This design comes from an exercise in tuning for small area on the open sky130 flow, not from production work. Where RTL was checked, it was by simulation tests only, not by an equivalence proof against the original. Only the layout flow was run in run 4; the RTL was not checked for function there. Power and IR drop assume default switching activity.

==> flow/design.v <==
`timescale 1ns / 1ps
package mde_pkg;
    localparam int INT_W   = 10;
    localparam int DEN_W   = 20;
    localparam int SCALE_W = 7;
    localparam int Q_W     = DEN_W + SCALE_W;
    localparam int SUM_W   = Q_W + 1;
    localparam int P1_W    = 18;
    localparam int DIV_STEPS = Q_W;
    localparam logic REQ_PLL = 1'b0;
    localparam logic REQ_OUT = 1'b1;
    localparam logic [INT_W-1:0] PLL_A_MIN = 10'd15;
    localparam logic [INT_W-1:0] PLL_A_MAX = 10'd90;
    localparam logic [INT_W-1:0] OUT_A_MIN = 10'd8;
    localparam logic [INT_W-1:0] OUT_A_MAX = 10'd900;
    localparam logic [2:0] CLK_IDX_MAX    = 3'd5;
    localparam logic [2:0] TARGET_MS_BASE = 3'd2;
    localparam logic [2:0] TARGET_NONE    = 3'd0;
    localparam logic [SUM_W-1:0] P1_BASE = SUM_W'(512);
    localparam logic [SUM_W-1:0] P1_TOP  = SUM_W'(512 + (1 << P1_W) - 1);
    typedef struct packed {
        logic        req_type;
        logic        pll_select;
        logic [2:0]  clock_index;
        logic [9:0]  int_part;
        logic [19:0] numerator;
        logic [19:0] denominator;
        logic [7:0]  r_divider;
        logic [7:0]  phase;
    } t_mde_in;
    typedef struct packed {
        logic       ok;
        logic [2:0] target;
        logic [7:0] phase_out;
        logic [7:0] param_byte0;
        logic [7:0] param_byte1;
        logic [7:0] param_byte2;
        logic [7:0] param_byte3;
        logic [7:0] param_byte4;
        logic [7:0] param_byte5;
        logic [7:0] param_byte6;
        logic [7:0] param_byte7;
    } t_mde_out;
    typedef struct packed {
        logic             ok;
        logic [2:0]       target;
        logic [7:0]       phase_out;
        logic [2:0]       r_code;
        logic [INT_W-1:0] int_part;
        logic [DEN_W-1:0] den;
        logic [DEN_W-1:0] rem;
        logic [Q_W-1:0]   dq;
    } t_div_stage;
endpackage
`timescale 1ns / 1ps
`timescale 1ns / 1ps
import mde_pkg::*;
module multisynth_divider_encoder
(
    input  logic        i_clk,
    input  logic        i_rst_n,
    input  logic        i_valid,
    input  logic [70:0] i_data,     
    output logic        o_stall,
    output logic        o_valid,
    output logic [75:0] o_data,     
    input  logic        i_stall
);
    mde_pkg::t_mde_in req;
    assign req = mde_pkg::t_mde_in'(i_data);
    logic en;
    logic vld_out;
    assign en      = ~(vld_out & i_stall);
    assign o_stall = ~en;
    logic [2:0] d_rc;
    logic       d_onehot;
    logic       d_aok_pll, d_aok_out, d_ok;
    logic       d_big;
    logic [2:0] d_tgt;
    logic [7:0] d_ph;
    logic [2:0] d_renc;
    assign d_renc[0] = req.r_divider[1] | req.r_divider[3] | req.r_divider[5] | req.r_divider[7];
    assign d_renc[1] = req.r_divider[2] | req.r_divider[3] | req.r_divider[6] | req.r_divider[7];
    assign d_renc[2] = req.r_divider[4] | req.r_divider[5] | req.r_divider[6] | req.r_divider[7];
    assign d_rc = req.req_type ? d_renc : 3'd0;
    assign d_onehot  = $onehot(req.r_divider);
    assign d_aok_pll = (req.int_part >= PLL_A_MIN) && (req.int_part <= PLL_A_MAX);
    assign d_aok_out = (req.int_part >= OUT_A_MIN) && (req.int_part <= OUT_A_MAX);
    assign d_big = (req.denominator[19:9] == 11'd0) && (req.numerator[19:11] >= req.denominator[8:0]);
    always_comb begin
        if (req.req_type == REQ_PLL) begin
            d_tgt = {2'b00, req.pll_select};
            d_ok  = d_aok_pll;
        end else if (req.clock_index <= CLK_IDX_MAX) begin
            d_tgt = req.clock_index + TARGET_MS_BASE;
            d_ok  = d_aok_out & d_onehot;
        end else begin
            d_tgt = TARGET_NONE;
            d_ok  = 1'b0;
        end
    end
    assign d_ph = req.req_type ? req.phase : 8'd0;
    logic [12:0] r4_c3;
    logic [11:0] r4_d1, r4_d2;
    logic [13:0] r4_d3;
    logic        r4_g1, r4_g2, r4_g3;
    logic [10:0] r4_rem;
    logic [19:0] t1_x;
    assign r4_c3 = {2'b00, req.denominator[10:0]} + {1'b0, req.denominator[10:0], 1'b0};
    assign r4_d1 = {1'b0, req.numerator[19:9]} - {1'b0, req.denominator[10:0]};
    assign r4_d2 = {1'b0, req.numerator[19:9]} - {1'b0, req.denominator[9:0], 1'b0};
    assign r4_d3 = {3'b000, req.numerator[19:9]} - {1'b0, r4_c3};
    assign r4_g1 = ~r4_d1[11] & (req.denominator[19:11] == 9'd0);
    assign r4_g2 = ~r4_d2[11] & (req.denominator[19:10] == 10'd0);
    assign r4_g3 = ~r4_d3[13] & (req.denominator[19:11] == 9'd0);
    assign r4_rem = r4_g3 ? r4_d3[10:0] : r4_g2 ? r4_d2[10:0] : r4_g1 ? r4_d1[10:0] : req.numerator[19:9];
    assign t1_x = {r4_rem, req.numerator[8:0]};
    logic [12:0] t2_d;
    logic        t2_ge;
    logic [19:0] t2_x;
    assign t2_d  = {1'b0, t1_x[19:8]} - {1'b0, req.denominator[11:0]};
    assign t2_ge = ~t2_d[12] & (req.denominator[19:12] == 8'd0);
    assign t2_x  = {t2_ge ? t2_d[11:0] : t1_x[19:8], t1_x[7:0]};
    logic r3_vld;
    logic [0:0] r3_ok;
    logic [2:0] r3_tgt;
    logic [7:0] r3_ph;
    logic [2:0] r3_rc;
    logic [19:0] r3_cn;
    logic [19:0] r3_c;
    assign r3_c = ~r3_cn;
    logic [19:0] r3_x;
    logic [9:0] r3_a;
    logic [17:15] r3_q;
    always_ff @(posedge i_clk) begin
        if (!i_rst_n) begin
            r3_vld <= 1'b0;
        end else if (en) begin
            r3_vld <= i_valid;
        end
    end
    always_ff @(posedge i_clk) begin
        if (en) begin
            r3_ok <= d_ok & ~d_big;
            r3_tgt <= d_tgt;
            r3_ph <= d_ph;
            r3_rc <= d_rc;
            r3_cn <= ~req.denominator;
            r3_x <= t2_x;
            r3_a <= req.int_part;
            r3_q <= {{r4_g2, r4_g3 | (r4_g1 & ~r4_g2)}, t2_ge};
        end
    end
    logic [13:0] t3_d;
    logic        t3_ge;
    logic [19:0] t3_x;
    assign t3_d  = {1'b0, r3_x[19:7]} - {1'b0, r3_c[12:0]};
    assign t3_ge = ~t3_d[13] & (r3_c[19:13] == 7'd0);
    assign t3_x  = {t3_ge ? t3_d[12:0] : r3_x[19:7], r3_x[6:0]};
    logic [14:0] t4_d;
    logic        t4_ge;
    logic [19:0] t4_x;
    assign t4_d  = {1'b0, t3_x[19:6]} - {1'b0, r3_c[13:0]};
    assign t4_ge = ~t4_d[14] & (r3_c[19:14] == 6'd0);
    assign t4_x  = {t4_ge ? t4_d[13:0] : t3_x[19:6], t3_x[5:0]};
    logic r5_vld;
    logic [0:0] r5_ok;
    logic [2:0] r5_tgt;
    logic [7:0] r5_ph;
    logic [2:0] r5_rc;
    logic [19:0] r5_cn;
    logic [19:0] r5_c;
    assign r5_c = ~r5_cn;
    logic [19:0] r5_x;
    logic [9:0] r5_a;
    logic [17:13] r5_q;
    always_ff @(posedge i_clk) begin
        if (!i_rst_n) begin
            r5_vld <= 1'b0;
        end else if (en) begin
            r5_vld <= r3_vld;
        end
    end
    always_ff @(posedge i_clk) begin
        if (en) begin
            r5_ok <= r3_ok;
            r5_tgt <= r3_tgt;
            r5_ph <= r3_ph;
            r5_rc <= r3_rc;
            r5_cn <= ~r3_c;
            r5_x <= t4_x;
            r5_a <= r3_a;
            r5_q <= {{r3_q, t3_ge}, t4_ge};
        end
    end
    logic [15:0] t5_d;
    logic        t5_ge;
    logic [19:0] t5_x;
    assign t5_d  = {1'b0, r5_x[19:5]} - {1'b0, r5_c[14:0]};
    assign t5_ge = ~t5_d[15] & (r5_c[19:15] == 5'd0);
    assign t5_x  = {t5_ge ? t5_d[14:0] : r5_x[19:5], r5_x[4:0]};
    logic [16:0] t6_d;
    logic        t6_ge;
    logic [19:0] t6_x;
    assign t6_d  = {1'b0, t5_x[19:4]} - {1'b0, r5_c[15:0]};
    assign t6_ge = ~t6_d[16] & (r5_c[19:16] == 4'd0);
    assign t6_x  = {t6_ge ? t6_d[15:0] : t5_x[19:4], t5_x[3:0]};
    logic r7_vld;
    logic [0:0] r7_ok;
    logic [2:0] r7_tgt;
    logic [7:0] r7_ph;
    logic [2:0] r7_rc;
    logic [19:0] r7_cn;
    logic [19:0] r7_c;
    assign r7_c = ~r7_cn;
    logic [19:0] r7_x;
    logic [9:0] r7_a;
    logic [17:11] r7_q;
    always_ff @(posedge i_clk) begin
        if (!i_rst_n) begin
            r7_vld <= 1'b0;
        end else if (en) begin
            r7_vld <= r5_vld;
        end
    end
    always_ff @(posedge i_clk) begin
        if (en) begin
            r7_ok <= r5_ok;
            r7_tgt <= r5_tgt;
            r7_ph <= r5_ph;
            r7_rc <= r5_rc;
            r7_cn <= ~r5_c;
            r7_x <= t6_x;
            r7_a <= r5_a;
            r7_q <= {{r5_q, t5_ge}, t6_ge};
        end
    end
    logic [17:0] t7_d;
    logic        t7_ge;
    logic [19:0] t7_x;
    assign t7_d  = {1'b0, r7_x[19:3]} - {1'b0, r7_c[16:0]};
    assign t7_ge = ~t7_d[17] & (r7_c[19:17] == 3'd0);
    assign t7_x  = {t7_ge ? t7_d[16:0] : r7_x[19:3], r7_x[2:0]};
    logic [18:0] t8_d;
    logic        t8_ge;
    logic [19:0] t8_x;
    assign t8_d  = {1'b0, t7_x[19:2]} - {1'b0, r7_c[17:0]};
    assign t8_ge = ~t8_d[18] & (r7_c[19:18] == 2'd0);
    assign t8_x  = {t8_ge ? t8_d[17:0] : t7_x[19:2], t7_x[1:0]};
    logic r9_vld;
    logic [0:0] r9_ok;
    logic [2:0] r9_tgt;
    logic [7:0] r9_ph;
    logic [2:0] r9_rc;
    logic [19:0] r9_cn;
    logic [19:0] r9_c;
    assign r9_c = ~r9_cn;
    logic [19:0] r9_x;
    logic [9:0] r9_a;
    logic [17:9] r9_q;
    always_ff @(posedge i_clk) begin
        if (!i_rst_n) begin
            r9_vld <= 1'b0;
        end else if (en) begin
            r9_vld <= r7_vld;
        end
    end
    always_ff @(posedge i_clk) begin
        if (en) begin
            r9_ok <= r7_ok;
            r9_tgt <= r7_tgt;
            r9_ph <= r7_ph;
            r9_rc <= r7_rc;
            r9_cn <= ~r7_c;
            r9_x <= t8_x;
            r9_a <= r7_a;
            r9_q <= {{r7_q, t7_ge}, t8_ge};
        end
    end
    logic [11:0] pf_hp;
    assign pf_hp = 12'(r9_a) + (12'(r9_q) << 2) - 12'd4;
    logic [19:0] t9_d;
    logic        t9_ge;
    logic [19:0] t9_x;
    assign t9_d  = {1'b0, r9_x[19:1]} - {1'b0, r9_c[18:0]};
    assign t9_ge = ~t9_d[19] & (r9_c[19:19] == 1'd0);
    assign t9_x  = {t9_ge ? t9_d[18:0] : r9_x[19:1], r9_x[0:0]};
    logic [20:0] t10_d;
    logic        t10_ge;
    logic [19:0] t10_x;
    assign t10_d  = {1'b0, t9_x[19:0]} - {1'b0, r9_c[19:0]};
    assign t10_ge = ~t10_d[20];
    assign t10_x  = t10_ge ? t10_d[19:0] : t9_x;
    logic r11_vld;
    logic [0:0] r11_ok;
    logic [2:0] r11_tgt;
    logic [7:0] r11_ph;
    logic [2:0] r11_rc;
    logic [19:0] r11_cn;
    logic [19:0] r11_c;
    assign r11_c = ~r11_cn;
    logic [19:0] r11_x;
    logic [11:0] r11_hp;
    logic [8:7] r11_q;
    always_ff @(posedge i_clk) begin
        if (!i_rst_n) begin
            r11_vld <= 1'b0;
        end else if (en) begin
            r11_vld <= r9_vld;
        end
    end
    always_ff @(posedge i_clk) begin
        if (en) begin
            r11_ok <= r9_ok;
            r11_tgt <= r9_tgt;
            r11_ph <= r9_ph;
            r11_rc <= r9_rc;
            r11_cn <= ~r9_c;
            r11_x <= t10_x;
            r11_hp <= pf_hp;
            r11_q <= {t9_ge, t10_ge};
        end
    end
    logic [11:0] f_hi;
    logic [8:7] f_q;
    assign f_q  = r11_q;
    assign f_hi = r11_hp + 12'(f_q[8:7]);
    logic [21:0] t11_d;
    logic        t11_ge;
    logic [19:0] t11_x;
    assign t11_d  = {1'b0, r11_x, 1'b0} - {2'b00, r11_c};
    assign t11_ge = ~t11_d[21];
    assign t11_x  = t11_ge ? t11_d[19:0] : {r11_x[18:0], 1'b0};
    logic [21:0] t12_d;
    logic        t12_ge;
    logic [19:0] t12_x;
    assign t12_d  = {1'b0, t11_x, 1'b0} - {2'b00, r11_c};
    assign t12_ge = ~t12_d[21];
    assign t12_x  = t12_ge ? t12_d[19:0] : {t11_x[18:0], 1'b0};
    logic r13_vld;
    logic [0:0] r13_ok;
    logic [2:0] r13_tgt;
    logic [7:0] r13_ph;
    logic [2:0] r13_rc;
    logic [19:0] r13_cn;
    logic [19:0] r13_c;
    assign r13_c = ~r13_cn;
    logic [19:0] r13_x;
    logic [10:0] r13_hi;
    logic [6:5] r13_q;
    always_ff @(posedge i_clk) begin
        if (!i_rst_n) begin
            r13_vld <= 1'b0;
        end else if (en) begin
            r13_vld <= r11_vld;
        end
    end
    always_ff @(posedge i_clk) begin
        if (en) begin
            r13_ok <= (r11_ok & ~f_hi[11]);
            r13_tgt <= r11_tgt;
            r13_ph <= r11_ph;
            r13_rc <= r11_rc;
            r13_cn <= ~r11_c;
            r13_x <= t12_x;
            r13_hi <= f_hi[10:0];
            r13_q <= {t11_ge, t12_ge};
        end
    end
    logic [21:0] t13_d;
    logic        t13_ge;
    logic [19:0] t13_x;
    assign t13_d  = {1'b0, r13_x, 1'b0} - {2'b00, r13_c};
    assign t13_ge = ~t13_d[21];
    assign t13_x  = t13_ge ? t13_d[19:0] : {r13_x[18:0], 1'b0};
    logic [21:0] t14_d;
    logic        t14_ge;
    logic [19:0] t14_x;
    assign t14_d  = {1'b0, t13_x, 1'b0} - {2'b00, r13_c};
    assign t14_ge = ~t14_d[21];
    assign t14_x  = t14_ge ? t14_d[19:0] : {t13_x[18:0], 1'b0};
    logic r15_vld;
    logic [0:0] r15_ok;
    logic [2:0] r15_tgt;
    logic [7:0] r15_ph;
    logic [2:0] r15_rc;
    logic [19:0] r15_cn;
    logic [19:0] r15_c;
    assign r15_c = ~r15_cn;
    logic [19:0] r15_x;
    logic [10:0] r15_hi;
    logic [6:3] r15_q;
    always_ff @(posedge i_clk) begin
        if (!i_rst_n) begin
            r15_vld <= 1'b0;
        end else if (en) begin
            r15_vld <= r13_vld;
        end
    end
    always_ff @(posedge i_clk) begin
        if (en) begin
            r15_ok <= r13_ok;
            r15_tgt <= r13_tgt;
            r15_ph <= r13_ph;
            r15_rc <= r13_rc;
            r15_cn <= ~r13_c;
            r15_x <= t14_x;
            r15_hi <= r13_hi;
            r15_q <= {{r13_q, t13_ge}, t14_ge};
        end
    end
    logic [21:0] t15_d;
    logic        t15_ge;
    logic [19:0] t15_x;
    assign t15_d  = {1'b0, r15_x, 1'b0} - {2'b00, r15_c};
    assign t15_ge = ~t15_d[21];
    assign t15_x  = t15_ge ? t15_d[19:0] : {r15_x[18:0], 1'b0};
    logic [21:0] t16_d;
    logic        t16_ge;
    logic [19:0] t16_x;
    assign t16_d  = {1'b0, t15_x, 1'b0} - {2'b00, r15_c};
    assign t16_ge = ~t16_d[21];
    assign t16_x  = t16_ge ? t16_d[19:0] : {t15_x[18:0], 1'b0};
    logic r17_vld;
    logic [0:0] r17_ok;
    logic [2:0] r17_tgt;
    logic [7:0] r17_ph;
    logic [2:0] r17_rc;
    logic [19:0] r17_cn;
    logic [19:0] r17_c;
    assign r17_c = ~r17_cn;
    logic [19:0] r17_x;
    logic [10:0] r17_hi;
    logic [6:1] r17_q;
    always_ff @(posedge i_clk) begin
        if (!i_rst_n) begin
            r17_vld <= 1'b0;
        end else if (en) begin
            r17_vld <= r15_vld;
        end
    end
    always_ff @(posedge i_clk) begin
        if (en) begin
            r17_ok <= r15_ok;
            r17_tgt <= r15_tgt;
            r17_ph <= r15_ph;
            r17_rc <= r15_rc;
            r17_cn <= ~r15_c;
            r17_x <= t16_x;
            r17_hi <= r15_hi;
            r17_q <= {{r15_q, t15_ge}, t16_ge};
        end
    end
    logic [21:0] t17_d;
    logic        t17_ge;
    logic [19:0] t17_x;
    assign t17_d  = {1'b0, r17_x, 1'b0} - {2'b00, r17_c};
    assign t17_ge = ~t17_d[21];
    assign t17_x  = t17_ge ? t17_d[19:0] : {r17_x[18:0], 1'b0};
    logic        o_ok;
    logic [17:0] o_p1;
    logic [19:0] o_p2, o_p3;
    logic [63:0] o_bytes;
    assign vld_out = r17_vld;
    assign o_ok = r17_ok;
    assign o_p1 = {r17_hi, {r17_q, t17_ge}};
    assign o_p2 = t17_x;
    assign o_p3 = r17_c;
    assign o_bytes = {o_p3[15:8], o_p3[7:0], 1'b0, r17_rc, 2'b00, o_p1[17:16], o_p1[15:8], o_p1[7:0],
                      o_p3[19:16], o_p2[19:16], o_p2[15:8], o_p2[7:0]};
    assign o_valid = vld_out;
    assign o_data  = {o_ok, r17_tgt, r17_ph, o_ok ? o_bytes : 64'd0};
endmodule
==> flow/flow/run.sh <==
#!/bin/bash
# The standard layout (standard.sh: the standard flow's synthesis and ORFS flow, unchanged), except that
# the port buffers that global placement puts on every input and output are the smallest
# buffer, sky130_fd_sc_hd__buf_1, instead of the resizer's default choice
# (clkdlybuf4s50_1, a slow delay cell). Timing repair may still resize them.
# The make output goes to standard.log; ORFS keeps each step's own log under orfs/logs/.
set -euo pipefail
bash standard.sh "BUFFER_PORTS_ARGS=-buffer_cell sky130_fd_sc_hd__buf_1" finish > standard.log 2>&1
==> flow/standard.sh <==
#!/bin/bash
# synth_recipe.tcl (not shown) runs the flow's synth.tcl, then flattens the netlist and writes it again
# the make line also repeats each setting of config.mk as NAME=value (left out here)
make -C /OpenROAD-flow-scripts/flow DESIGN_CONFIG=/design/flow/config.mk WORK_HOME=/design/flow/orfs CLKGATE_MAP_FILE= SYNTH_SCRIPT=/design/flow/synth_recipe.tcl "${@:-finish}"
==> flow/config.mk <==
export PLATFORM = sky130hd
export DESIGN_NAME = multisynth_divider_encoder
export DESIGN_NICKNAME = multisynth_divider_encoder
export VERILOG_FILES = /design/flow/design.v
export SDC_FILE = /design/flow/constraint.sdc
export NUM_CORES = 4
export LEC_CHECK = 0
export ABC_AREA = 1
export CAP_MARGIN = 20
export CORE_MARGIN = 2
export CORE_UTILIZATION = 65
export CTS_BUF_LIST = sky130_fd_sc_hd__clkbuf_8
export CTS_CLUSTER_SIZE = 24
export GPL_TIMING_DRIVEN = 0
export SLEW_MARGIN = 20
==> flow/constraint.sdc <==
create_clock -name core_clock -period 5.0 [get_ports {i_clk}]
set_input_delay 1.0000 -clock core_clock [delete_from_list [all_inputs] [get_ports {i_clk}]]
set_output_delay 1.0000 -clock core_clock [all_outputs]
set_load 0.01 [all_outputs]
==> results of run 1 <==
[final cells by class]
| type | count | share of cell area, % |
|---|---|---|
| Inverter | 558 | 4.85 |
| Multi-Input combinational cell | 3588 | 47.0 |
| Clock inverter | 77 | 1.25 |
| Timing Repair Buffer | 178 | 2.05 |
| Tap cell | 790 | 2.25 |
| Clock buffer | 90 | 2.82 |
| Antenna cell | 3 | 0.0171 |
| Buffer | 67 | 1.02 |
| Sequential cell | 571 | 38.8 |
[timing repair]
item | in CTS | in global routing
setup buffers | 1 | 23
hold buffers | 0 | 0
endpoints found under the setup margin | 11 | 14
resized for setup | 3 | 15
[registers in the layout, summed over array words and instances (netlist names), 11 cells and up]
register  cells
r9_cn        20
r15_cn       20
r17_x        20
r11_cn       20
r17_cn       20
r11_hp       12
r5_cn        20
r15_hi       11
r3_x         20
r9_x         20
r15_x        20
r3_cn        20
r17_hi       11
r13_hi       11
r13_cn       20
r5_x         20
r11_x        20
r7_x         20
r7_cn        20
r13_x        20
[kinds of logic (layout without fill, tap and decap cells)]
logic type                 count (synthesis)  after routing
DFF                                      571            571
adders and majority gates                375            375
AOI/OAI and AO/OA                        719            719
and+or+nand+nor                         2283           2283
xor gates and xnor gates                 208            208
buffers and inverters                    625            970
other                                      1              6
[worst max path at each step]
stage / endpoint
detailed placement: r3_x[15]
global placement: o_stall
global route: r3_x[16]
finish: r3_x[14]
CTS: r3_x[14]
floorplan: o_stall
[synth_stat cells, drive strengths merged (31+ instances only)]
cell type	number
nor3	37
xor2	109
nor2	328
ha	344
xnor2	99
nand2	1373
inv	554
nand3	317
edfxtp	563
nand4	86
o21ai	259
or2	35
nand3b	40
fa	31
and2	44
a21oi	340
buf	59
[power by group through the flow]
stage / logic (uW) / registers [uW] / clock network [uW]
finish: 14100 / 6970 / 3930
global route: 15700 / 7030 / 4200
CTS: 13800 / 6970 / 4020
detailed placement: 13700 / 7060 / 0
global placement: 13500 / 7050 / 0
floorplan: 10600 / 6810 / 0
[routing by layer]
metal  up-vias  track usage [%]
met5         -                0
met4         0             11.6
met3       244             4.62
met2      1137             51.1
met1     15569             43.3
li1      16795                -
[through the flow]
step | TNS, ps | total power (uW)
detailed placement | -11300 | 20700
finish | 0 | 25000
global placement | -16840 | 20500
CTS | 0 | 24800
floorplan | -87.8 | 17400
global route | -15.7 | 26900
==> out/qor.csv, run 1 <==
stage,metric,value,unit
pwr,p_switching,11400,uW
finish,final_util,71.6,%
logic_synthesis,yosys.area_share.simple,24.4,%
worst_setup_path,crit_buf_inv,4,
pwr,powerDensity,567,nW/um^2
clock_tree,max-clock-path-buffers,3,
worst_setup_path,start_kind,input port,
finish,syn_to_final_growth,9.32,%
min_path,hold_path_end,r13_ph[5],
pwr,pwr-share-clk,15.7,%
clock_tree,cts_tree,done,
worst_setup_path,crit_slowest_cell,fa_1,
worst_setup_path,rr_worst_depth,22,
worst_setup_path,cp_max_fo,10,
logic_synthesis,synth_warnings,1,
clock_tree,cts.clk_slew.worst_paths,60,ps
floorplanning,start_util,65.4,%
logic_synthesis,synthXorXnorAreaFrac,4.53,%
timing,drv_slew,0,
timing,setup_viol,0,
finish,multi_input_area,20700,sq um
floorplanning,die_w,253,um
timing,max-slew-margin-rel,38.6,%
routing,met3WireLength,6600,um
global_routing,grt_first_pass_wirelength,159000,um
min_path,hold_start,r11_ph[5],
logic_synthesis,synthFlopType,edfxtp_1,
placed_design,place_area,42000,sq um
timing,period_share,94.6,%
worst_setup_path,r2r_slack,320,ps
timing,finClkSkew,44.9,ps
global_routing,grt_pass1_vias,30872,
logic_synthesis,synth_compound_area_share,10.1,%
routing,vias,33745,
timing,holdWs,407,ps
finish,seqCellArea,17100,sq um
placed_design,portBuffers,148,
min_path,hold_class,reg2reg,
timing,fmaxAchievable,0.211,GHz
logic_synthesis,yosysSeqAreaShare,42.4,%
pwr,vdd_drop_max,0.365,mV
placed_design,dp_hpwl,80600,um
routing,met1_length,44800,um
clock_tree,clock_tree.root_cell,clkbuf_8,
placed_design,gp_congestion,0.987,
logic_synthesis,synthArstFlopShare,0,%
worst_setup_path,critPathLaunch,i_data[16],
routing,wirelength,102000,um
routing,wl_per_cell,17.2,um
logic_synthesis,synth.distinct_cells,64,
clock_tree,cts_made_buffers,90,
timing,fin_ws,270,ps
clock_tree,cts_num_sinks,571,
routing,drc,0,
global_routing,antenna_found_initial,3,
clock_tree,worstSkewPairLatency,720,ps
logic_synthesis,ys_ff_latch,571,
placed_design,pre_cts_ws,-971,ps
routing,drtIter0Drc,2747,
logic_synthesis,synthMuxAreaShare,0,%
routing,topRoutingLayerUsed,met4,
worst_setup_path,r2r_start,r9_x[1],
logic_synthesis,syn_inst,4782,
worst_setup_path,critPathTopFamily,simple AND/OR/NAND/NOR gates,
worst_setup_path,cp_data_required_time,5580,ps
pwr,p_leak,0.0209,uW
global_routing,grtUsageTotal,31.5,%
logic_synthesis,yosysTopAreaCell,edfxtp_1,
worst_setup_path,cp_data_arrival_time,5310,ps
finish,layout_common_cells,"nand2_1 (1355), inv_1 (565), edfxtp_1 (563)",
finish,final_area,44000,sq um
pwr,intPower,13500,uW
routing,via_per_inst,5.70,
floorplanning,core_area,61500,sq um
finish,final_common_cell,nand2_1,
placed_design,place_inst,5728,
logic_synthesis,synth_top_area_share,42.0,%
worst_setup_path,cp_num_cells,21,
pwr,seq_power_share,27.9,%
finish,final_cells,5922,
floorplanning,row_count,91,
logic_synthesis,synth_top_family_by_area,simple AND/OR/NAND/NOR gates,
finish,layout-drive-gt1-share,6.69,%
min_path,min_delay_path_depth,0,
pwr,switching_share,45.8,%
routing,antenna_left,0,
pwr,combPwrFrac,56.3,%
global_routing,grt_max_degree,108,
logic_synthesis,syn_area,40200,sq um
worst_setup_path,max_stage_delay,460,ps
worst_setup_path,worstPathCellList,"buf_1, ha_1, inv_1, fa_1, nand3_1, nand3_1, nand2_1, buf_1, nand2_1, o21ai_0, nand2_1, and2_1, ha_1, a21oi_1, nor2_1, o21ai_0, nand3_1, nand2_2, clkbuf_4, nand3_1, nand2_1",
logic_synthesis,yosys-top-cells-area,"edfxtp_1 (42%), nand2_1 (13%), ha_1 (11%)",
worst_setup_path,endpoint_kind,register,
timing,hold_viol_final,0,
logic_synthesis,synth_edf_count,563,
worst_setup_path,r2r-end,r11_x[17],
run_status,outcome,no timing/DRC/antenna violations,
routing,wl_met2,47000,um
routing,drt-pass1-iter-count,6,
worst_setup_path,critical_path_class,in2reg,
finish,num-fill-cells,4995,
clock_tree,htree_levels,3,
timing,period_needed,4730,ps
job,cap_viol_max_count,0,
floorplanning,boundaryPins,153,
timing,tightestPinTransition,913,ps
global_routing,grt_overflow_total,0,
logic_synthesis,synth_area_per_cell,8.41,sq um
finish,final_nets,5504,
floorplanning,die_h,253,um
logic_synthesis,synthAdderAreaFrac,12.2,%
floorplanning,fp.dieArea,63900,sq um
==> run 2: changes to the inputs <==
--- a/flow/config.mk
+++ b/flow/config.mk
@@ -8,8 +8,9 @@
 export ABC_AREA = 1
 export CAP_MARGIN = 20
 export CORE_MARGIN = 2
-export CORE_UTILIZATION = 65
-export CTS_BUF_LIST = sky130_fd_sc_hd__clkbuf_8
+export CORE_UTILIZATION = 72
+export CTS_BUF_LIST = sky130_fd_sc_hd__clkbuf_16
+export CTS_CLUSTER_DIAMETER = 100
 export CTS_CLUSTER_SIZE = 24
 export GPL_TIMING_DRIVEN = 0
 export SLEW_MARGIN = 20
==> out/qor.csv, run 2 <==
stage,metric,value,unit,change
timing,period_share,96.2,%,+1.6 points
floorplanning,fp.dieArea,57800,sq um,-9.6%
floorplanning,die_h,240,um,-4.9%
floorplanning,die_w,240,um,-4.9%
routing,wirelength,111000,um,+9.0%
worst_setup_path,crit_slowest_cell,edfxtp_1,,
timing,finClkSkew,38.8,ps,-6.06 ps
floorplanning,boundaryPins,153,,unchanged
timing,hold_viol_final,0,,unchanged
min_path,hold_start,r13_ph[0],,
finish,final_nets,5424,,-1.5%
logic_synthesis,synth_warnings,1,,unchanged
routing,antenna_left,0,,unchanged
worst_setup_path,cp_data_arrival_time,5200,ps,-110 ps
global_routing,grt_overflow_total,0,,unchanged
clock_tree,clock_tree.root_cell,clkbuf_16,,
logic_synthesis,synthFlopType,edfxtp_1,,
clock_tree,cts_num_sinks,571,,unchanged
pwr,intPower,12600,uW,-7.1%
finish,layout_common_cells,"nand2_1 (1354), edfxtp_1 (563), inv_1 (552)",,
worst_setup_path,cp_data_required_time,5390,ps,-190 ps
placed_design,portBuffers,148,,unchanged
worst_setup_path,cp_max_fo,10,,unchanged
floorplanning,row_count,86,,-5.5%
worst_setup_path,endpoint_kind,register,,
finish,layout-drive-gt1-share,4.73,%,-2.0 points
placed_design,dp_hpwl,86500,um,+7.3%
timing,rsz0062_at_grt,yes,,
logic_synthesis,synthArstFlopShare,0,%,unchanged
timing,tns,0,ps,unchanged
logic_synthesis,yosys.area_share.simple,24.4,%,unchanged
run_status,outcome,no timing/DRC/antenna violations,,
clock_tree,htree_levels,1,,-2
clock_tree,cts.clk_slew.worst_paths,100,ps,+40 ps
logic_synthesis,synth_top_cells_by_count,"nand2_1 (1357), edfxtp_1 (563), inv_1 (548)",,
finish,final_area,42800,sq um,-2.6%
timing,tightestPinTransition,1140,ps,+231 ps
timing,fmaxAchievable,0.208,GHz,-1.6%
global_routing,grtUsageTotal,37.9,%,+6.3 points
routing,wl_per_cell,19.3,um,+12%
finish,final_common_cell,nand2_1,,
logic_synthesis,synth_compound_area_share,10.1,%,unchanged
pwr,powerDensity,561,nW/um^2,-1.2%
min_path,hold_path_end,r15_ph[0],,
min_path,min_delay_path_depth,0,,unchanged
clock_tree,worstSkewPairLatency,660,ps,-60 ps
routing,drt-pass1-iter-count,7,,+1
logic_synthesis,syn_area,40200,sq um,unchanged
finish,multi_input_area,20700,sq um,about the same
logic_synthesis,synthAdderAreaFrac,12.2,%,unchanged
pwr,pwr-share-clk,11.0,%,-4.7 points
timing,holdWs,419,ps,+12.8 ps
global_routing,grt_first_pass_wirelength,171000,um,+7.4%
worst_setup_path,start_kind,register,,
global_routing,antenna_found_initial,1,,-2
routing,vias,34917,,+3.5%
clock_tree,max-clock-path-buffers,3,,unchanged
logic_synthesis,yosys-top-cells-area,"edfxtp_1 (42%), nand2_1 (13%), ha_1 (11%)",,
logic_synthesis,synth_edf_count,563,,unchanged
logic_synthesis,yosysSeqAreaShare,42.4,%,unchanged
routing,drtIter0Drc,3776,,+37%
logic_synthesis,yosysTopAreaCell,edfxtp_1,,
pwr,vdd_drop_max,0.518,mV,+42%
worst_setup_path,cp_common_cell,nand2_1,,
min_path,hold_class,reg2reg,,
timing,max-slew-margin-rel,22.9,%,-16 points
logic_synthesis,synth_top_family_by_area,simple AND/OR/NAND/NOR gates,,
finish,n_antenna_cell,0,,-3
logic_synthesis,yosysMostFrequentCell,nand2_1,,
logic_synthesis,synth_top_area_share,42.0,%,unchanged
floorplanning,start_util,72.9,%,+7.4 points
logic_synthesis,synthXorXnorAreaFrac,4.53,%,unchanged
placed_design,place_area,41900,sq um,-0.19%
finish,final_cells,5738,,-3.1%
routing,drc,0,,unchanged
placed_design,place_inst,5685,,-0.75%
clock_tree,cts_made_buffers,29,,-68%
logic_synthesis,synthMuxAreaShare,0,%,unchanged
global_routing,grt_pass1_vias,32165,,+4.2%
worst_setup_path,worstPathCellList,"ha_1, nand2_1, nor2_1, and2b_1, nand4_1, nand3_1, nand2_2, inv_2, buf_2, nand2_1, and2_1, ha_1, nand2_1, nor4_2, nand4_1, nand3_1, nand2_2, inv_1, buf_2, o21ai_0",,
clock_tree,ctsHoldBuffers,0,,unchanged
pwr,seq_power_share,29.2,%,+1.3 points
pwr,combPwrFrac,59.8,%,+3.5 points
job,cap_viol_max_count,0,,unchanged
logic_synthesis,syn_inst,4782,,unchanged
pwr,p_switching,11400,uW,+0.19%
timing,period_needed,4810,ps,+77.7 ps
pwr,switching_share,47.7,%,+1.9 points
logic_synthesis,synth.distinct_cells,64,,unchanged
finish,syn_to_final_growth,6.45,%,
timing,drv_slew,0,,unchanged
worst_setup_path,r2r_slack,190,ps,-130 ps
worst_setup_path,max_stage_delay,520,ps,+60 ps
worst_setup_path,r2r-end,r9_x[5],,
floorplanning,core_area,55200,sq um,-10%
worst_setup_path,rr_worst_depth,20,,-9.1%
global_routing,grt_max_degree,111,,+2.8%
routing,via_per_inst,6.09,,+6.8%
logic_synthesis,ys_ff_latch,571,,unchanged
placed_design,gp_congestion,0.983,,-0.40%
worst_setup_path,critical_path_class,reg2reg,,
finish,num-fill-cells,3890,,-22%
logic_synthesis,synth_area_per_cell,8.41,sq um,unchanged
pwr,p_leak,0.0203,uW,-3.0%
finish,final_util,77.6,%,+6.1 points
worst_setup_path,r2r_start,r7_cn[14],,
finish,seqCellArea,17100,sq um,unchanged
timing,setup_viol,0,,unchanged
clock_tree,cts_tree,done,,
run 2: power by group through the flow:
stage / Clock [uW] / Sequential [uW] / Combinational, uW
floorplan: 0 / 6810 / 10600
CTS: 2640 / 6990 / 14000
global placement: 0 / 7050 / 13500
finish: 2630 / 7010 / 14400
detailed placement: 0 / 7090 / 13800
global route: 2760 / 7060 / 15800
run 2: cells by family (layout without fill, tap and decap cells):
kind of cell	after synthesis	in the layout
and+or+nand+nor	2283	2283
AOI/OAI and AO/OA	719	719
buffers and inverters	625	831
DFF	571	571
adders and majority gates	375	375
xor gates and xnor gates	208	208
other	1	3
run 2: metrics by stage:
step	setup WS (ps)	power, uW
finish	192	24000
global route	-43.4	25700
CTS	90.9	23600
detailed placement	-855	20900
global placement	-1320	20600
floorplan	-87.8	17400
run 2: what timing repair did:
| item | CTS | global route |
|---|---|---|
| setup endpoints to repair | 11 | 28 |
| gates resized for setup | 4 | 12 |
| cloned | 0 | 0 |
| buffers inserted | 0 | 6 |
run 2: layer usage:
metal	track usage (%)	vias up	part of all wire, %
met1	51.7	16062	41
li1	-	16575	-
met5	0	-	0.0063
met3	4.54	372	9.0
met4	16.1	2	4.8
met2	61.5	1906	46
run 2: how the worst max path moves through the flow:
stage                     cells after the start  slack, ps       end  startpoint
final                                        20        190   r9_x[5]   r7_cn[14]
after global routing                         23        -40  r3_x[18]  i_data[20]
after CTS                                    23         90  r3_x[18]  i_data[17]
after detailed placement                     23       -850  r3_x[18]  i_data[17]
after global placement                        4      -1320   o_stall     i_stall
after floorplan                               2        -90   o_stall     i_stall
run 2: final cells by class:
| class | count | area share [%] |
|---|---|---|
| repair buffers | 159 | 1.76 |
| plain buffers | 67 | 1.05 |
| clock inverters | 18 | 0.304 |
| flip-flops and latches | 571 | 39.8 |
| well taps | 748 | 2.18 |
| multi-input cells | 3588 | 48.2 |
| clock buffers | 29 | 1.69 |
| inverters | 558 | 4.93 |
run 2: critical path, delay by kind of cell, from the launching register on:
kind | cells | cell delay (ps)
AND/OR/NAND/NOR | 13 | 2250
flip-flops | 1 | 520
adder cells (fa/ha/maj) | 2 | 820
AO/OA/AOI/OAI | 1 | 140
buffers and inverters | 4 | 820
==> run 3: changes to the inputs <==
--- a/flow/config.mk
+++ b/flow/config.mk
@@ -10,7 +10,7 @@
 export CORE_MARGIN = 2
 export CORE_UTILIZATION = 72
 export CTS_BUF_LIST = sky130_fd_sc_hd__clkbuf_16
-export CTS_CLUSTER_DIAMETER = 100
-export CTS_CLUSTER_SIZE = 24
+export CTS_CLUSTER_DIAMETER = 120
+export CTS_CLUSTER_SIZE = 30
 export GPL_TIMING_DRIVEN = 0
 export SLEW_MARGIN = 20
==> out/qor.csv, run 3 <==
stage,metric,value,unit,change
worst_setup_path,start_kind,input port,,
finish,syn_to_final_growth,6.05,%,
finish,final_area,42700,sq um,-0.38%
clock_tree,cts_made_buffers,23,,-21%
clock_tree,clock_tree.root_cell,clkbuf_16,,
finish,seqCellArea,17100,sq um,unchanged
finish,n_antenna_cell,0,,unchanged
routing,wl_met2,50200,um,-0.56%
global_routing,antenna_found_initial,0,,-1
worst_setup_path,endpoint_kind,register,,
routing,drtIter0Drc,3689,,-2.3%
floorplanning,row_count,86,,unchanged
logic_synthesis,ys_ff_latch,571,,unchanged
logic_synthesis,synth.distinct_cells,64,,unchanged
logic_synthesis,syn_area,40200,sq um,unchanged
logic_synthesis,synthFlopType,edfxtp_1,,
routing,via_per_inst,6.05,,-0.56%
timing,drv_slew,0,,unchanged
finish,num-fill-cells,3916,,+0.67%
run_status,outcome,no timing/DRC/antenna violations,,
floorplanning,start_util,72.9,%,unchanged
timing,tightestPinTransition,1200,ps,+59.5 ps
logic_synthesis,synth_top_cells_by_count,"nand2_1 (1357), edfxtp_1 (563), inv_1 (548)",,
timing,holdWs,417,ps,-2.04 ps
timing,period_needed,4830,ps,+18.9 ps
logic_synthesis,synth_warnings,1,,unchanged
worst_setup_path,cp_data_arrival_time,5190,ps,about the same
timing,setup_viol,0,,unchanged
finish,layout_common_cells,"nand2_1 (1354), edfxtp_1 (563), inv_1 (547)",,
logic_synthesis,yosys-top-cells-area,"edfxtp_1 (42%), nand2_1 (13%), ha_1 (11%)",,
routing,wl_per_cell,19.2,um,-0.62%
finish,layout-drive-gt1-share,4.74,%,+0.0066 points
routing,vias,34678,,-0.68%
global_routing,grt_pass1_vias,32079,,-0.27%
logic_synthesis,yosysTopAreaCell,edfxtp_1,,
logic_synthesis,syn_inst,4782,,unchanged
placed_design,place_area,41900,sq um,unchanged
floorplanning,boundaryPins,153,,unchanged
finish,final_common_cell,nand2_1,,
logic_synthesis,synthArstFlopShare,0,%,unchanged
timing,finClkSkew,19.4,ps,-19.4 ps
pwr,vdd_drop_max,0.533,mV,+2.8%
timing,fmaxAchievable,0.207,GHz,-0.39%
worst_setup_path,r2r_slack,230,ps,+40 ps
timing,tns,0,ps,unchanged
finish,final_cells,5731,,-0.12%
floorplanning,die_h,240,um,unchanged
clock_tree,htree_levels,1,,unchanged
clock_tree,max-clock-path-buffers,3,,unchanged
worst_setup_path,cp_max_fo,10,,unchanged
logic_synthesis,yosysSeqAreaShare,42.4,%,unchanged
routing,topRoutingLayerUsed,met4,,
worst_setup_path,cp_data_required_time,5370,ps,-20 ps
pwr,powerDensity,555,nW/um^2,-1.0%
routing,met1_length,44800,um,-0.89%
clock_tree,worstSkewPairLatency,610,ps,-50 ps
routing,met3WireLength,9820,um,-1.4%
clock_tree,cts_num_sinks,571,,unchanged
logic_synthesis,yosysMostFrequentCell,nand2_1,,
floorplanning,die_w,240,um,unchanged
placed_design,portBuffers,148,,unchanged
worst_setup_path,critical_path_class,in2reg,,
finish,final_nets,5423,,-0.018%
logic_synthesis,synth_top_area_share,42.0,%,unchanged
routing,drt-pass1-iter-count,9,,+2
global_routing,grt_max_degree,111,,unchanged
timing,hold_viol_final,0,,unchanged
logic_synthesis,synth_area_per_cell,8.41,sq um,unchanged
floorplanning,core_area,55200,sq um,unchanged
pwr,p_leak,0.0202,uW,-0.44%
placed_design,gp_congestion,0.983,,unchanged
clock_tree,cts_tree,done,,
job,cap_viol_max_count,0,,unchanged
routing,wirelength,110000,um,-0.75%
placed_design,place_inst,5685,,unchanged
routing,antenna_left,0,,unchanged
clock_tree,cts.clk_slew.worst_paths,120,ps,+20 ps
finish,multi_input_area,20700,sq um,unchanged
global_routing,grt_overflow_total,0,,unchanged
global_routing,grtUsageTotal,37.7,%,-0.18 points
timing,period_share,96.5,%,+0.38 points
global_routing,grt_first_pass_wirelength,170000,um,-0.47%
floorplanning,fp.dieArea,57800,sq um,unchanged
placed_design,dp_hpwl,86500,um,unchanged
min_path,hold_class,reg2reg,,
logic_synthesis,synth_edf_count,563,,unchanged
routing,drc,0,,unchanged
timing,max-slew-margin-rel,18.9,%,-4.0 points
[run 3: area by class of cell]
type                       instances  area share [%]
buffer                            67            1.05
inverter                         558            4.96
timing repair buffer             164            1.85
sequential                       571            40.0
multi-input combinational       3588            48.4
clock buffer                      23            1.35
clock inverter                    12           0.173
tap                              748            2.19
[run 3: path summary, 6_finish.rpt]
kind | start | endpoint | cells after the start
worst min-delay path | r11_ph[2] | r13_ph[2] | 0
worst max-delay path | i_data[25] | r3_x[9] | 20
worst min register to register | r11_ph[2] | r13_ph[2] | 0
worst max register to register | r7_cn[14] | r9_x[15] | 19
[run 3: critical path, cell delays in order]
cell	delay [ps]
buf_1	70
inv_1	420
fa_1	540
ha_1	340
inv_1	90
nor4_1	350
nand3_1	140
nand2_1	110
nand2_2	140
buf_2	260
nand2_1	110
nand2_1	100
fa_1	470
o21ai_1	280
nand4_1	120
nand3_1	120
nand2_2	120
clkbuf_4	240
nand3_1	120
nand2_1	80
[run 3: cell families (layout without fill, tap and decap cells)]
group           after synthesis  after routing  synth area share, %
fa+ha+maj                   375            375                 12.2
simple gates               2283           2283                 24.4
compound gates              719            719                 10.1
buf+inv                     625            824                 6.32
xor+xnor                    208            208                 4.53
other cells                   1              3              0.00932
flops                       571            571                 42.4
[run 3: power breakdown]
group / switching, uW / internal [uW] / leakage (uW)
Clock: 1470 / 859 / 0.000345
Combinational: 9320 / 5020 / 0.0137
Sequential: 542 / 6470 / 0.00618
[run 3: per-stage QoR]
stage,power [uW],utilization [%],setup WS (ps)
final,23700,77.3,173
after global routing,25300,77.3,-44.2
after CTS,23300,77.1,62.1
after detailed placement,20900,75.9,-855
after global placement,20600,75.6,-1320
after floorplan,17400,-,-87.8
[run 3: routing by layer]
metal | track usage, % | up-vias
li1 | - | 16560
met5 | 0 | -
met4 | 16.3 | 0
met1 | 51.7 | 15919
met2 | 60.9 | 1840
met3 | 4.44 | 359
[run 3: repair_timing]
action | CTS | global route
setup endpoints to repair | 11 | 25
resized for setup | 4 | 14
hold endpoints to repair | 0 | 0
buffers inserted | 0 | 11
hold buffers | 0 | 0
==> run 4: changes to the inputs <==
--- a/flow/design.v
+++ b/flow/design.v
@@ -100,21 +100,21 @@
         end
     end
     assign d_ph = req.req_type ? req.phase : 8'd0;
-    logic [12:0] r4_c3;
-    logic [11:0] r4_d1, r4_d2;
-    logic [13:0] r4_d3;
-    logic        r4_g1, r4_g2, r4_g3;
-    logic [10:0] r4_rem;
+    logic [11:0] r4s0_d1, r4s0_d2;
+    logic [13:0] r4s0_d3;
+    logic        r4s0_g1, r4s0_g2, r4s0_g3;
+    logic [10:0] r4s0_rem;
     logic [19:0] t1_x;
-    assign r4_c3 = {2'b00, req.denominator[10:0]} + {1'b0, req.denominator[10:0], 1'b0};
-    assign r4_d1 = {1'b0, req.numerator[19:9]} - {1'b0, req.denominator[10:0]};
-    assign r4_d2 = {1'b0, req.numerator[19:9]} - {1'b0, req.denominator[9:0], 1'b0};
-    assign r4_d3 = {3'b000, req.numerator[19:9]} - {1'b0, r4_c3};
-    assign r4_g1 = ~r4_d1[11] & (req.denominator[19:11] == 9'd0);
-    assign r4_g2 = ~r4_d2[11] & (req.denominator[19:10] == 10'd0);
-    assign r4_g3 = ~r4_d3[13] & (req.denominator[19:11] == 9'd0);
-    assign r4_rem = r4_g3 ? r4_d3[10:0] : r4_g2 ? r4_d2[10:0] : r4_g1 ? r4_d1[10:0] : req.numerator[19:9];
-    assign t1_x = {r4_rem, req.numerator[8:0]};
+    logic [12:0] r4s0_c3;
+    assign r4s0_c3 = {2'b00, req.denominator[10:0]} + {1'b0, req.denominator[10:0], 1'b0};
+    assign r4s0_d1 = {1'b0, req.numerator[19:9]} - {1'b0, req.denominator[10:0]};
+    assign r4s0_d2 = {1'b0, req.numerator[19:9]} - {1'b0, req.denominator[9:0], 1'b0};
+    assign r4s0_d3 = {3'b000, req.numerator[19:9]} - {1'b0, r4s0_c3};
+    assign r4s0_g1 = ~r4s0_d1[11] & (req.denominator[19:11] == 9'd0);
+    assign r4s0_g2 = ~r4s0_d2[11] & (req.denominator[19:10] == 10'd0);
+    assign r4s0_g3 = ~r4s0_d3[13] & (req.denominator[19:11] == 9'd0);
+    assign r4s0_rem = r4s0_g3 ? r4s0_d3[10:0] : r4s0_g2 ? r4s0_d2[10:0] : r4s0_g1 ? r4s0_d1[10:0] : req.numerator[19:9];
+    assign t1_x = {r4s0_rem, req.numerator[8:0]};
     logic [12:0] t2_d;
     logic        t2_ge;
     logic [19:0] t2_x;
@@ -148,9 +148,11 @@
             r3_cn <= ~req.denominator;
             r3_x <= t2_x;
             r3_a <= req.int_part;
-            r3_q <= {{r4_g2, r4_g3 | (r4_g1 & ~r4_g2)}, t2_ge};
+            r3_q <= {{r4s0_g2, r4s0_g3 | (r4s0_g1 & ~r4s0_g2)}, t2_ge};
         end
     end
+    logic [21:0] c3_6;
+    assign c3_6 = {2'b00, r3_c} + {1'b0, r3_c, 1'b0};
     logic [13:0] t3_d;
     logic        t3_ge;
     logic [19:0] t3_x;
@@ -163,89 +165,62 @@
     assign t4_d  = {1'b0, t3_x[19:6]} - {1'b0, r3_c[13:0]};
     assign t4_ge = ~t4_d[14] & (r3_c[19:14] == 6'd0);
     assign t4_x  = {t4_ge ? t4_d[13:0] : t3_x[19:6], t3_x[5:0]};
-    logic r5_vld;
-    logic [0:0] r5_ok;
-    logic [2:0] r5_tgt;
-    logic [7:0] r5_ph;
-    logic [2:0] r5_rc;
-    logic [19:0] r5_cn;
-    logic [19:0] r5_c;
-    assign r5_c = ~r5_cn;
-    logic [19:0] r5_x;
-    logic [9:0] r5_a;
-    logic [17:13] r5_q;
-    always_ff @(posedge i_clk) begin
-        if (!i_rst_n) begin
-            r5_vld <= 1'b0;
-        end else if (en) begin
-            r5_vld <= r3_vld;
-        end
-    end
-    always_ff @(posedge i_clk) begin
-        if (en) begin
-            r5_ok <= r3_ok;
-            r5_tgt <= r3_tgt;
-            r5_ph <= r3_ph;
-            r5_rc <= r3_rc;
-            r5_cn <= ~r3_c;
-            r5_x <= t4_x;
-            r5_a <= r3_a;
-            r5_q <= {{r3_q, t3_ge}, t4_ge};
-        end
-    end
     logic [15:0] t5_d;
     logic        t5_ge;
     logic [19:0] t5_x;
-    assign t5_d  = {1'b0, r5_x[19:5]} - {1'b0, r5_c[14:0]};
-    assign t5_ge = ~t5_d[15] & (r5_c[19:15] == 5'd0);
-    assign t5_x  = {t5_ge ? t5_d[14:0] : r5_x[19:5], r5_x[4:0]};
-    logic [16:0] t6_d;
-    logic        t6_ge;
-    logic [19:0] t6_x;
-    assign t6_d  = {1'b0, t5_x[19:4]} - {1'b0, r5_c[15:0]};
-    assign t6_ge = ~t6_d[16] & (r5_c[19:16] == 4'd0);
-    assign t6_x  = {t6_ge ? t6_d[15:0] : t5_x[19:4], t5_x[3:0]};
-    logic r7_vld;
-    logic [0:0] r7_ok;
-    logic [2:0] r7_tgt;
-    logic [7:0] r7_ph;
-    logic [2:0] r7_rc;
-    logic [19:0] r7_cn;
-    logic [19:0] r7_c;
-    assign r7_c = ~r7_cn;
-    logic [19:0] r7_x;
-    logic [9:0] r7_a;
-    logic [17:11] r7_q;
+    assign t5_d  = {1'b0, t4_x[19:5]} - {1'b0, r3_c[14:0]};
+    assign t5_ge = ~t5_d[15] & (r3_c[19:15] == 5'd0);
+    assign t5_x  = {t5_ge ? t5_d[14:0] : t4_x[19:5], t4_x[4:0]};
+    logic r6_vld;
+    logic [0:0] r6_ok;
+    logic [2:0] r6_tgt;
+    logic [7:0] r6_ph;
+    logic [2:0] r6_rc;
+    logic [19:0] r6_cn;
+    logic [19:0] r6_c;
+    assign r6_c = ~r6_cn;
+    logic [19:0] r6_x;
+    logic [9:0] r6_a;
+    logic [17:12] r6_q;
+    logic [21:0] r6_c3;
     always_ff @(posedge i_clk) begin
         if (!i_rst_n) begin
-            r7_vld <= 1'b0;
+            r6_vld <= 1'b0;
         end else if (en) begin
-            r7_vld <= r5_vld;
+            r6_vld <= r3_vld;
         end
     end
     always_ff @(posedge i_clk) begin
         if (en) begin
-            r7_ok <= r5_ok;
-            r7_tgt <= r5_tgt;
-            r7_ph <= r5_ph;
-            r7_rc <= r5_rc;
-            r7_cn <= ~r5_c;
-            r7_x <= t6_x;
-            r7_a <= r5_a;
-            r7_q <= {{r5_q, t5_ge}, t6_ge};
+            r6_ok <= r3_ok;
+            r6_tgt <= r3_tgt;
+            r6_ph <= r3_ph;
+            r6_rc <= r3_rc;
+            r6_cn <= ~r3_c;
+            r6_x <= t5_x;
+            r6_a <= r3_a;
+            r6_q <= {{{r3_q, t3_ge}, t4_ge}, t5_ge};
+            r6_c3 <= c3_6;
         end
     end
-    logic [17:0] t7_d;
-    logic        t7_ge;
+    logic [17:0] r4s6_d1, r4s6_d2;
+    logic [19:0] r4s6_d3;
+    logic        r4s6_g1, r4s6_g2, r4s6_g3;
+    logic [16:0] r4s6_rem;
     logic [19:0] t7_x;
-    assign t7_d  = {1'b0, r7_x[19:3]} - {1'b0, r7_c[16:0]};
-    assign t7_ge = ~t7_d[17] & (r7_c[19:17] == 3'd0);
-    assign t7_x  = {t7_ge ? t7_d[16:0] : r7_x[19:3], r7_x[2:0]};
+    assign r4s6_d1 = {1'b0, r6_x[19:3]} - {1'b0, r6_c[16:0]};
+    assign r4s6_d2 = {1'b0, r6_x[19:3]} - {1'b0, r6_c[15:0], 1'b0};
+    assign r4s6_d3 = {3'b000, r6_x[19:3]} - {1'b0, r6_c3[18:0]};
+    assign r4s6_g1 = ~r4s6_d1[17] & (r6_c[19:17] == 3'd0);
+    assign r4s6_g2 = ~r4s6_d2[17] & (r6_c[19:16] == 4'd0);
+    assign r4s6_g3 = ~r4s6_d3[19] & (r6_c[19:17] == 3'd0);
+    assign r4s6_rem = r4s6_g3 ? r4s6_d3[16:0] : r4s6_g2 ? r4s6_d2[16:0] : r4s6_g1 ? r4s6_d1[16:0] : r6_x[19:3];
+    assign t7_x = {r4s6_rem, r6_x[2:0]};
     logic [18:0] t8_d;
     logic        t8_ge;
     logic [19:0] t8_x;
-    assign t8_d  = {1'b0, t7_x[19:2]} - {1'b0, r7_c[17:0]};
-    assign t8_ge = ~t8_d[18] & (r7_c[19:18] == 2'd0);
+    assign t8_d  = {1'b0, t7_x[19:2]} - {1'b0, r6_c[17:0]};
+    assign t8_ge = ~t8_d[18] & (r6_c[19:18] == 2'd0);
     assign t8_x  = {t8_ge ? t8_d[17:0] : t7_x[19:2], t7_x[1:0]};
     logic r9_vld;
     logic [0:0] r9_ok;
@@ -262,19 +237,19 @@
         if (!i_rst_n) begin
             r9_vld <= 1'b0;
         end else if (en) begin
-            r9_vld <= r7_vld;
+            r9_vld <= r6_vld;
         end
     end
     always_ff @(posedge i_clk) begin
         if (en) begin
-            r9_ok <= r7_ok;
-            r9_tgt <= r7_tgt;
-            r9_ph <= r7_ph;
-            r9_rc <= r7_rc;
-            r9_cn <= ~r7_c;
+            r9_ok <= r6_ok;
+            r9_tgt <= r6_tgt;
+            r9_ph <= r6_ph;
+            r9_rc <= r6_rc;
+            r9_cn <= ~r6_c;
             r9_x <= t8_x;
-            r9_a <= r7_a;
-            r9_q <= {{r7_q, t7_ge}, t8_ge};
+            r9_a <= r6_a;
+            r9_q <= {{r6_q, r4s6_g2, r4s6_g3 | (r4s6_g1 & ~r4s6_g2)}, t8_ge};
         end
     end
     logic [11:0] pf_hp;
==> flow/run.sh (new file) <==
#!/bin/bash
# synth_recipe.tcl (not shown) runs the flow's synth.tcl, then flattens the netlist and writes it again
# the make line also repeats each setting of config.mk as NAME=value (left out here)
make -C /OpenROAD-flow-scripts/flow DESIGN_CONFIG=/design/flow/config.mk WORK_HOME=/design/flow/orfs CLKGATE_MAP_FILE= SYNTH_SCRIPT=/design/flow/synth_recipe.tcl finish
--- a/flow/config.mk
+++ b/flow/config.mk
@@ -8,9 +8,6 @@
 export ABC_AREA = 1
 export CAP_MARGIN = 20
 export CORE_MARGIN = 2
-export CORE_UTILIZATION = 72
-export CTS_BUF_LIST = sky130_fd_sc_hd__clkbuf_16
-export CTS_CLUSTER_DIAMETER = 120
-export CTS_CLUSTER_SIZE = 30
+export CORE_UTILIZATION = 50
 export GPL_TIMING_DRIVEN = 0
 export SLEW_MARGIN = 20
removed: flow/flow/run.sh
removed: flow/standard.sh
==> out/qor.csv, run 4 <==
stage,metric,value,unit,change
run_status,outcome,no timing/DRC/antenna violations,,
worst_setup_path,cp_data_required_time,5380,ps,about the same
placed_design,place_inst,6049,,+6.4%
logic_synthesis,synthArstFlopShare,0,%,unchanged
global_routing,grt_first_pass_wirelength,172000,um,+1.1%
floorplanning,boundaryPins,153,,unchanged
logic_synthesis,synth_top_family_by_area,simple AND/OR/NAND/NOR gates,,
logic_synthesis,synth_warnings,1,,unchanged
logic_synthesis,synth.distinct_cells,64,,unchanged
routing,wirelength,111000,um,+0.89%
routing,wl_per_cell,17.8,um,-7.2%
logic_synthesis,yosys.area_share.simple,23.1,%,-1.3 points
timing,drv_slew,0,,unchanged
worst_setup_path,crit_slowest_cell,edfxtp_1,,
job,cap_viol_max_count,0,,unchanged
logic_synthesis,synthMuxAreaShare,0,%,unchanged
worst_setup_path,start_kind,register,,
finish,final_cells,6231,,+8.7%
logic_synthesis,yosys-top-cells-area,"edfxtp_1 (39%), ha_1 (12%), nand2_1 (12%)",,
pwr,combPwrFrac,56.8,%,-3.8 points
floorplanning,die_w,286,um,+19%
pwr,vdd_drop_max,0.430,mV,-19%
logic_synthesis,synth_edf_count,511,,-9.2%
worst_setup_path,cp_common_cell,nand2_2,,
clock_tree,cts_made_buffers,57,,+150%
clock_tree,clock_tree.root_cell,clkbuf_16,,
timing,setup_viol,0,,unchanged
timing,finClkSkew,25.9,ps,+6.46 ps
pwr,switching_share,44.7,%,-3.2 points
worst_setup_path,critical_path_class,reg2reg,,
timing,fmaxAchievable,0.203,GHz,-1.8%
clock_tree,max-clock-path-buffers,3,,unchanged
pwr,total_power,25600,uW,+7.9%
floorplanning,row_count,103,,+20%
timing,period_share,98.3,%,+1.8 points
min_path,hold_class,reg2reg,,
logic_synthesis,yosysMostFrequentCell,nand2_1,,
logic_synthesis,synthAdderAreaFrac,13.7,%,+1.5 points
routing,drt-pass1-iter-count,6,,-3
finish,n_antenna_cell,0,,unchanged
worst_setup_path,endpoint_kind,register,,
placed_design,portBuffers,148,,unchanged
finish,layout-drive-gt1-share,9.92,%,+5.2 points
clock_tree,cts_tree,done,,
placed_design,gp_congestion,0.929,,-5.6%
clock_tree,cts.clk_slew.worst_paths,60,ps,-60 ps
routing,drc,0,,unchanged
pwr,seq_power_share,25.8,%,-3.8 points
pwr,p_switching,11400,uW,+0.78%
global_routing,antenna_found_initial,1,,+1
logic_synthesis,yosysTopAreaCell,edfxtp_1,,
routing,drtIter0Drc,2462,,-33%
worst_setup_path,cp_data_arrival_time,5300,ps,+110 ps
timing,tightestPinTransition,825,ps,-379 ps
floorplanning,core_area,78900,sq um,+43%
timing,max-slew-margin-rel,45.0,%,+26 points
logic_synthesis,synthFlopType,edfxtp_1,,
timing,period_needed,4920,ps,+89.9 ps
routing,vias,33661,,-2.9%
pwr,powerDensity,550,nW/um^2,-0.92%
finish,syn_to_final_growth,16.8,%,
timing,hold_viol_final,0,,unchanged
pwr,p_leak,0.0216,uW,+6.9%
logic_synthesis,synth_top_cells_by_count,"nand2_1 (1255), inv_1 (599), edfxtp_1 (511)",,
finish,layout_common_cells,"nand2_1 (1228), inv_1 (576), edfxtp_1 (511)",,
logic_synthesis,syn_area,39800,sq um,-1.1%
logic_synthesis,synth_top_area_share,38.6,%,-3.5 points
finish,final_common_cell,nand2_1,,
placed_design,dp_hpwl,88500,um,+2.3%
pwr,intPower,14100,uW,+15%
routing,via_per_inst,5.40,,-11%
logic_synthesis,synth_area_per_cell,8.22,sq um,-2.4%
clock_tree,worstSkewPairLatency,640,ps,+30 ps
floorplanning,fp.dieArea,81900,sq um,+42%
floorplanning,die_h,286,um,+19%
routing,antenna_left,0,,unchanged
floorplanning,start_util,50.5,%,-22 points
global_routing,grt_max_degree,106,,-4.5%
logic_synthesis,synth_compound_area_share,11.9,%,+1.8 points
global_routing,grt_pass1_vias,31494,,-1.8%
timing,fin_ws,83.4,ps,-89.9 ps
finish,final_nets,5626,,+3.7%
global_routing,grtUsageTotal,26.4,%,-11 points
worst_setup_path,max_stage_delay,470,ps,-70 ps
worst_setup_path,cp_max_fo,10,,unchanged
global_routing,grt_overflow_total,0,,unchanged
logic_synthesis,ys_ff_latch,518,,-9.3%
clock_tree,cts_num_sinks,518,,-9.3%
clock_tree,htree_levels,2,,+1
pwr,pwr-share-clk,17.4,%,+7.6 points
logic_synthesis,synthXorXnorAreaFrac,5.50,%,+0.97 points
logic_synthesis,yosysSeqAreaShare,38.9,%,-3.5 points
placed_design,pre_cts_ws,-1300,ps,-448 ps
logic_synthesis,syn_inst,4844,,+1.3%
[run 4: cell count changes in the layout (fill, tap and decap cells not counted), moves of 29 or more]
cell	delta
buf_4	+60
edfxtp_1	-52
ha_4	+36
clkdlybuf4s50_1	+146
o21ai_1	+52
inv_1	+29
xor2_1	+40
nand2_1	-126
a21oi_1	+35
clkbuf_16	+40
buf_1	-148
nor2_1	-51
[run 4: worst paths after layout]
kind              slack (ps)  endpoint  depth (start not counted)     start
setup / recovery          80  r6_x[14]                         32   r3_x[7]
hold / removal           410  r9_ph[7]                          0  r6_ph[7]
setup reg to reg          80  r6_x[14]                         32   r3_x[7]
hold reg to reg          410  r9_ph[7]                          0  r6_ph[7]
[run 4: metrics by stage]
step                      TNS (ps)  area, sq um  utilization, %  hold WS, ps
after floorplan                  0        39800               -          400
after global placement      -38810        42600            54.0          400
after detailed placement    -33260        42800            54.2          405
after CTS                        0        45300            57.4          410
after global routing         -2380        46500            58.9          417
final                            0        46500            58.9          414
[run 4: layout make-up]
type | count | area (sq um)
Fill cell | 7277 | 32400
Multi-Input combinational cell | 3649 | 22500
Sequential cell | 518 | 15500
Inverter | 614 | 2360
Timing Repair Buffer | 230 | 2290
Clock buffer | 70 | 1530
Tap cell | 1050 | 1310
Buffer | 65 | 514
Clock inverter | 35 | 472
[run 4: cell families (layout without fill, tap and decap cells)]
group / count (synthesis) / count (layout)
simple gates: 2131 / 2131
compound gates: 849 / 849
buf+inv: 679 / 1014
flops: 518 / 518
fa+ha+maj: 416 / 416
xor+xnor: 250 / 250
other cells: 1 / 3
[run 4: per-layer routing]
metal | part of all wire (%) | wire length (um) | global-route usage, %
met5 | 0 | 0 | 0
met4 | 3.0 | 3290 | 8.10
met3 | 5.2 | 5760 | 2.87
met2 | 45 | 50500 | 42.9
met1 | 46 | 51500 | 37.3
[run 4: critical path, delay by kind of cell, from the launching register on]
kind            cells  cell delay, ps
simple gates       14            1370
fa+ha+maj           4            1110
compound gates      7             940
buf+inv             6             640
flops               1             470
xor+xnor            1             150
[run 4: timing repair]
action | CTS | global route
cloned | 0 | 5
hold buffers | 0 | 0
gates resized for setup | 66 | 197
hold endpoints to repair | 0 | 0
endpoints found under the setup margin | 44 | 68
setup buffers | 39 | 33
pin swaps | 8 | 50
[run 4: power by group through the flow]
stage | Sequential [uW] | Clock (uW) | Combinational [uW]
detailed placement | 6690 | 0 | 14000
finish | 6580 | 4460 | 14500
global placement | 6680 | 0 | 14000
CTS | 6590 | 4570 | 14200
global route | 6660 | 4720 | 16200
floorplan | 6400 | 0 | 10700

-- separate check: timing with driven ports --
Ports are ideal in the flow. The routed layouts listed here were re-timed in OpenROAD.
Step 1 sets driving cells, clkbuf_16 on the clock port and buf_2 on the other inputs (assumed; they add their load-dependent delay and slew).
Step 2, shift: input delay + t, output delay - t, t = (earliest + latest rising clock arrival at the registers) / 2. This alone moves slack from input paths to output paths.
Three values: ideal, step 1, step 2; two values: the first two.
run	t, ns	setup WS [ns]	worst hold slack (ns)	cell pins on the clock port's net
run 1	0.760	0.270 / 0.307 / -0.453	0.407 / 0.406 / 0.407	1
run 2	0.699	0.192 / 0.192 / -0.406	0.419 / 0.419 / 0.419	1
run 3	0.664	0.173 / 0.215 / -0.449	0.417 / 0.417 / 0.417	1
run 4	0.696	0.083 / 0.083 / -0.426	0.414 / 0.414 / 0.414	1
Met with ideal ports but missed after step 2: setup timing in every run listed. For run 1, which loses most, drivers alone change the setup slack by +0.037 ns; drivers and shift together by -0.723 ns.
